This is an optimization exercise on Yosys and OpenROAD, whose aim is small area, a short achievable clock period and few clock cycles per item, not a production implementation. Only simulation tests tie the RTL to the original design; equivalence was not proved. Power is estimated from default activity; no workload was simulated.

## run Y
Design elliptic_roi_crop_mask, start of the top module:
module elliptic_roi_crop_mask #(
  parameter int MAX_DIM = MAX_DIM_DEFAULT
) (
  input  logic                     clk,
  input  logic                     rst,
  input  logic                     cfg_write,
  input  logic [CFG_IDX_BITS-1:0]  cfg_index,
  input  logic [CFG_DATA_BITS-1:0] cfg_data,
  input  logic                     in_valid,
  output logic                     in_ready,
  input  logic [PIXEL_BITS-1:0]    in_pixel,
  input  logic                     in_sof,
  output logic                     out_valid,
  input  logic                     out_ready,
  output logic [PIXEL_BITS-1:0]    out_masked_pixel,
  output logic                     out_inside_ellipse,
  output logic [POS_BITS-1:0]      out_crop_col,
  output logic [POS_BITS-1:0]      out_crop_row,
  output logic                     out_last_of_crop
);
  localparam logic [12:0] MAX_DIM_V = 13'(MAX_DIM);
  logic [12:0] W, H;
  logic [11:0] cx, cy, rx, ry;
  wire  [12:0] dim_eff = (cfg_data == 13'd0) ? 13'd1 : (cfg_data > MAX_DIM_V) ? MAX_DIM_V : cfg_data;
  wire  [11:0] rad_eff = (cfg_data[11:0] == 12'd0) ? 12'd1 : cfg_data[11:0];
  always_ff @(posedge clk) begin
    if (rst) begin
      W  <= RST_FRAME_WIDTH;
      H  <= RST_FRAME_HEIGHT;
      cx <= RST_CENTRE_X;
      cy <= RST_CENTRE_Y;
      rx <= RST_RADIUS_X;
      ry <= RST_RADIUS_Y;
    end else if (cfg_write) begin
      case (cfg_index)
        3'd0: W  <= dim_eff;
        3'd1: H  <= dim_eff;
        3'd2: cx <= cfg_data[11:0];
        3'd3: cy <= cfg_data[11:0];
        3'd4: rx <= rad_eff;
        3'd5: ry <= rad_eff;
        default: ;
      endcase
    end
  end
  logic       in_ready_q;
  logic       k_v, k_sof;
  logic [7:0] k_px;
  logic       s1_v, s1_sof;
  logic [7:0] s1_px;
  logic [1:0] s1_ph;
  assign in_ready = in_ready_q;
  wire accept = in_valid && in_ready_q;
  logic        wv;
  logic [11:0] xs, ys;
  logic [12:0] xe, ye;
  ...
export LEC_CHECK = 0
export CAP_MARGIN = 20
export CORE_MARGIN = 2
export CORE_UTILIZATION = 40
export SLEW_MARGIN = 20
create_clock -name core_clock -period 11.0 [get_ports {clk}]
standard.sh (not shown) runs the stock make flow with config.mk's settings and CLKGATE_MAP_FILE= SYNTH_SCRIPT=/design/flow/synth_recipe.tcl, a recipe that flattens the netlist after the stock synthesis.
==> flow/flow/run.sh <==
#!/bin/bash
set -uo pipefail
export SETUP_SLACK_MARGIN=6.5
bash standard.sh synth > synth.log 2>&1 || exit 1
bash standard.sh > layout.log 2>&1 || exit 1
Run Y | status: complete | timing, DRC, antenna: pass
Testbench counts of run Y, summed over its fixed seeds: cycles 21,987, items 21,528.
diff inputs: run Y => run E
- SETUP_SLACK_MARGIN: unset -> 5
- ABC_CLOCK_PERIOD_IN_PS: unset -> 4000
==> flow/run.sh (new file) <==
#!/bin/bash
# synth_recipe.tcl (not shown) runs the flow's synth.tcl, then flattens the netlist and writes it again
# the make line also repeats each setting of config.mk as NAME=value (left out here)
make -C /OpenROAD-flow-scripts/flow DESIGN_CONFIG=/design/flow/config.mk WORK_HOME=/design/flow/orfs CLKGATE_MAP_FILE= SYNTH_SCRIPT=/design/flow/synth_recipe.tcl finish
removed: flow/flow/run.sh
removed: flow/standard.sh
--- outcome ---
- Arrival time of the worst setup path | run E above run Y
- Comparing run Y with run E, the number of flip-flops and latches came out essentially unchanged.
- On relative slew slack: run E sits above run Y.

* * *

Starting RTL as in the previous note.
clock: 11.0 ns
lec_check: 0
cap_margin: 20
core_margin: 2
core_utilization: 40
setup_slack_margin: 5
slew_margin: 20
run.sh (not shown) runs the stock make flow with config.mk's settings and CLKGATE_MAP_FILE= SYNTH_SCRIPT=/design/flow/synth_recipe.tcl, a recipe that flattens the netlist after the stock synthesis.
Stock flow here: none of the scripts above is used.
Testbench counts at the start, summed over its fixed seeds: cycles 21,987, items 21,528.
Next try:
==> flow/flow/run.sh (new file) <==
#!/bin/bash
set -uo pipefail
export SETUP_SLACK_MARGIN=7.5
bash standard.sh synth > synth.log 2>&1 || exit 1
bash standard.sh > layout.log 2>&1 || exit 1
==> flow/standard.sh (new file) <==
#!/bin/bash
# synth_recipe.tcl (not shown) runs the flow's synth.tcl, then flattens the netlist and writes it again
# the make line also repeats each setting of config.mk as NAME=value (left out here)
make -C /OpenROAD-flow-scripts/flow DESIGN_CONFIG=/design/flow/config.mk WORK_HOME=/design/flow/orfs CLKGATE_MAP_FILE= SYNTH_SCRIPT=/design/flow/synth_recipe.tcl "${@:-finish}"
- SETUP_SLACK_MARGIN: 5 -> not set
removed: flow/run.sh
Result: The changed run ran to the end with violations: max-capacitance violations, max-slew violations; clock skew falls by 7.2 ps; clock-buffer cell count falls by 3; global-route usage rises by 2.8 points; utilization rises by 7.2 points; setup slack gains 740 ps; non-clock buffer count rises by 360; fmax rises by 15%; first-iteration DRC count rises by 17%.

* * *

Another version of the RTL of elliptic_roi_crop_mask (not shown whole).
For scale: roughly 4100 cells after synthesis, roughly 490 flip-flops, about 66 I/O pins, about 0.037 sq mm of cells after synthesis.
// elliptic_roi_crop_mask
module elliptic_roi_crop_mask #(
  parameter int MAX_DIM = MAX_DIM_DEFAULT
) (
  input  logic                     clk,
  input  logic                     rst,
  input  logic                     cfg_write,
  input  logic [CFG_IDX_BITS-1:0]  cfg_index,
  input  logic [CFG_DATA_BITS-1:0] cfg_data,
  input  logic                     in_valid,
  output logic                     in_ready,
  input  logic [PIXEL_BITS-1:0]    in_pixel,
  input  logic                     in_sof,
  output logic                     out_valid,
  input  logic                     out_ready,
  output logic [PIXEL_BITS-1:0]    out_masked_pixel,
  output logic                     out_inside_ellipse,
  output logic [POS_BITS-1:0]      out_crop_col,
  output logic [POS_BITS-1:0]      out_crop_row,
  output logic                     out_last_of_crop
);
  localparam logic [12:0] MAX_DIM_V = 13'(MAX_DIM);
  logic [12:0] W, H;
  logic [11:0] cx, cy, rx, ry;
  wire  [12:0] dim_eff = (cfg_data == 13'd0) ? 13'd1 : (cfg_data > MAX_DIM_V) ? MAX_DIM_V : cfg_data;
  wire  [11:0] rad_eff = (cfg_data[11:0] == 12'd0) ? 12'd1 : cfg_data[11:0];
  always_ff @(posedge clk) begin
    if (rst) begin
      W  <= RST_FRAME_WIDTH;
      H  <= RST_FRAME_HEIGHT;
      cx <= RST_CENTRE_X;
      cy <= RST_CENTRE_Y;
      rx <= RST_RADIUS_X;
      ry <= RST_RADIUS_Y;
    end else if (cfg_write) begin
      case (cfg_index)
        3'd0: W  <= dim_eff;
        3'd1: H  <= dim_eff;
        3'd2: cx <= cfg_data[11:0];
        3'd3: cy <= cfg_data[11:0];
        3'd4: rx <= rad_eff;
        3'd5: ry <= rad_eff;
        default: ;
      endcase
    end
  end
  logic       in_ready_q;
  logic       k_v, k_sof;
  ...
Settings: LEC_CHECK=0, CAP_MARGIN=30, CORE_MARGIN=2, CORE_UTILIZATION=50, CTS_BUF_LIST=sky130_fd_sc_hd__clkbuf_8, SLEW_MARGIN=30, TNS_END_PERCENT=0; clock period 11.0 ns.
standard.sh (not shown) runs the stock make flow with config.mk's settings and CLKGATE_MAP_FILE= SYNTH_SCRIPT=/design/flow/synth_recipe.tcl, a recipe that flattens the netlist after the stock synthesis.
==> flow/flow/run.sh <==
#!/bin/bash
set -uo pipefail
ADDER_MAP_FILE= bash standard.sh synth > synth.log 2>&1 || exit 1
export SETUP_SLACK_MARGIN=6.4
export BUFFER_PORTS_ARGS="-buffer_cell sky130_fd_sc_hd__buf_2"
bash standard.sh > layout.log 2>&1 || exit 1
Testbench counts at the start, summed over its fixed seeds: cycles 22,200, items 21,528.
Change:
==> flow/flow/run.sh (replaced) <==
#!/bin/bash
set -uo pipefail
ADDER_MAP_FILE= bash standard.sh synth > synth.log 2>&1 || exit 1
export SETUP_SLACK_MARGIN=6.2
export BUFFER_PORTS_ARGS="-buffer_cell sky130_fd_sc_hd__buf_2"
bash standard.sh > layout.log 2>&1 || exit 1
CORE_UTILIZATION = 40   (was 50)
What happened: Sequential cell count stays the same. Via count fell slightly. Setup slack is worse by 59 ps. Clock power fell by a few percent. Non-clock buffer count fell by 12. Count of clock-buffer cells in the layout fell by 2. Combinational power fell slightly. Design area barely changes. Fmax fell slightly. Global-route usage fell by 5.3 points. Sequential power barely changes.
Change:
TNS_END_PERCENT = unset   (was 0)
Total power is about the same.
Final cell count barely changes.
Via count barely changes.
Change:
==> flow/flow/run.sh (replaced) <==
#!/bin/bash
set -uo pipefail
ADDER_MAP_FILE= bash standard.sh synth > synth.log 2>&1 || exit 1
export SETUP_SLACK_MARGIN=6.4
export BUFFER_PORTS_ARGS="-buffer_cell sky130_fd_sc_hd__buf_2"
bash standard.sh > layout.log 2>&1 || exit 1
TNS_END_PERCENT = 0   (was unset)
=>
- worst hold slack is about the same
- worst setup slack improves by 98 ps
- count of clock-buffer cells in the layout does not change
- utilization came out higher by 0.57 points
- non-clock buffer count came out higher by 19
- global-route usage hardly moves
- sequential share of layout area came out lower by 0.40 points
- final area came out higher by 1.3%
- die area stays the same

* * *

elliptic_roi_crop_mask, a different RTL version from the one above (not shown whole).
For scale: ~4100 cells after synthesis, about 37000 um^2 of cells after synthesis.
Settings: LEC_CHECK=0, CAP_MARGIN=30, CORE_MARGIN=2, CORE_UTILIZATION=40, SLEW_MARGIN=30; clock period 11.0 ns.
==> flow/flow/run.sh <==
#!/bin/bash
set -uo pipefail
ADDER_MAP_FILE= bash standard.sh synth > synth.log 2>&1 || exit 1
export SETUP_SLACK_MARGIN=6.7
export BUFFER_PORTS_ARGS="-buffer_cell sky130_fd_sc_hd__buf_2"
bash standard.sh > layout.log 2>&1 || exit 1
The baseline finished clean.
Testbench counts at the start, summed over its fixed seeds: cycles 22,949, items 21,528.
Change:
--- a/flow/flow/run.sh
+++ b/flow/flow/run.sh
@@ -4 +4 @@
-export SETUP_SLACK_MARGIN=6.7
+export SETUP_SLACK_MARGIN=6.2
Core utilization goes down by 3.8 points.
First-iteration DRC count falls by about 16%.
Final cell count decreases by about 3.5%.
Cell area fell by about 8%.
Register-to-register slack loses 240 ps.
Critical path depth is unchanged.
Worst hold slack is about the same.
Die area does not change.
Area after synthesis does not change.
Change:
==> flow/flow/run.sh (replaced) <==
#!/bin/bash
set -uo pipefail
export SETUP_SLACK_MARGIN=6.7
export BUFFER_PORTS_ARGS="-buffer_cell sky130_fd_sc_hd__buf_2"
bash standard.sh synth > synth.log 2>&1 || exit 1
bash standard.sh > layout.log 2>&1 || exit 1
The new run completed without violations. Final area rises by 5.5%. Hold slack degrades by 3.5 ps. Non-clock buffer count rises by 66. Sequential power barely changes. Core utilization rises by 1.7 points. Register-to-register slack improves by 50 ps.

* * *

RTL: one of the versions met above, not the one the previous note started from.
Size in the first run: ~4,100 cells after synthesis, ~490 flip-flops, roughly 66 I/O pins, ~37,000 sq um of cells after synthesis.
Settings: LEC_CHECK=0, CAP_MARGIN=30, CORE_MARGIN=2, CORE_UTILIZATION=40, SLEW_MARGIN=30; clock period 11.0 ns.
==> flow/flow/run.sh <==
#!/bin/bash
set -uo pipefail
ADDER_MAP_FILE= bash standard.sh synth > synth.log 2>&1 || exit 1
export SETUP_SLACK_MARGIN=6.2
export BUFFER_PORTS_ARGS="-buffer_cell sky130_fd_sc_hd__buf_2"
bash standard.sh > layout.log 2>&1 || exit 1
Testbench counts at the start, summed over its fixed seeds: cycles 22,200, items 21,528.
Next try:
==> flow/flow/run.sh (replaced) <==
#!/bin/bash
set -uo pipefail
ADDER_MAP_FILE= bash standard.sh synth > synth.log 2>&1 || exit 1
export SETUP_SLACK_MARGIN=6.6
export BUFFER_PORTS_ARGS="-buffer_cell sky130_fd_sc_hd__buf_2"
bash standard.sh > layout.log 2>&1 || exit 1
--- a/flow/config.mk
+++ b/flow/config.mk
@@ -9,3 +9,5 @@
 export CORE_MARGIN = 2
 export CORE_UTILIZATION = 40
+export CTS_BUF_LIST = sky130_fd_sc_hd__clkbuf_8
 export SLEW_MARGIN = 30
+export TNS_END_PERCENT = 0
Cell count climbs by 2.5%.
Via count climbs by 2.6%.
Register-to-register slack gains 0.24 ns.
Design area climbs by 2.4%.
Total power drops by 5.1%.
Hold slack hardly moves.
Routed wire length climbs by 4.6%.

what the ideal ports hide:
How much do the figures lean on ideal ports? The routed layouts below were timed once more, with nothing changed but the port constraints. Step 1: set_driving_cell puts a clkbuf_16 on clk and a buf_2 on each other input, an assumption about the parent block. Step 2 also shifts input and output timing later by t, the mid clock arrival at the registers, as if the neighbouring blocks saw the same clock. Slacks: no drivers / after step 1 / after step 2; pairs: no drivers / after step 1.
| run | t, ns | setup slack, ns | hold slack, ns | cell pins on the clock port's net |
|---|---|---|---|---|
| run Y | 0.698 | 5.953 / 5.953 / 5.939 | 0.419 / 0.419 / 0.419 | 1 |
| run E | 0.702 | 5.272 / 5.272 / 4.746 | 0.418 / 0.418 / 0.418 | 1 |
| the first run of note 2 | 0.702 | 5.272 / 5.272 / 4.746 | 0.418 / 0.418 / 0.418 | 1 |
| the second run of note 2 | 0.699 | 6.012 / 6.012 / 6.012 | 0.425 / 0.425 / 0.425 | 1 |
| the first run of note 3 | 0.756 | 6.299 / 6.299 / 5.823 | 0.418 / 0.418 / 0.418 | 1 |
| the second run of note 3 | 0.794 | 6.240 / 6.240 / 5.976 | 0.420 / 0.420 / 0.420 | 1 |
| the third run of note 3 | 0.792 | 6.322 / 6.322 / 5.961 | 0.420 / 0.420 / 0.420 | 1 |
| the fourth run of note 3 | 0.793 | 6.420 / 6.420 / 5.967 | 0.420 / 0.420 / 0.420 | 1 |
| the first run of note 4 | 0.720 | 6.482 / 6.482 / 6.482 | 0.419 / 0.419 / 0.419 | 1 |
| the second run of note 4 | 0.713 | 6.243 / 6.243 / 6.243 | 0.417 / 0.417 / 0.417 | 1 |
| the third run of note 4 | 0.704 | 6.290 / 6.290 / 6.290 | 0.413 / 0.413 / 0.413 | 1 |
| the first run of note 5 | 0.702 | 6.250 / 6.250 / 5.997 | 0.421 / 0.421 / 0.421 | 1 |
| the second run of note 5 | 0.794 | 6.488 / 6.488 / 5.946 | 0.420 / 0.420 / 0.420 | 1 |
The setup slack of the second run of note 5, which loses most, moves by 0.000 ns with the drivers and by -0.542 ns with both steps.
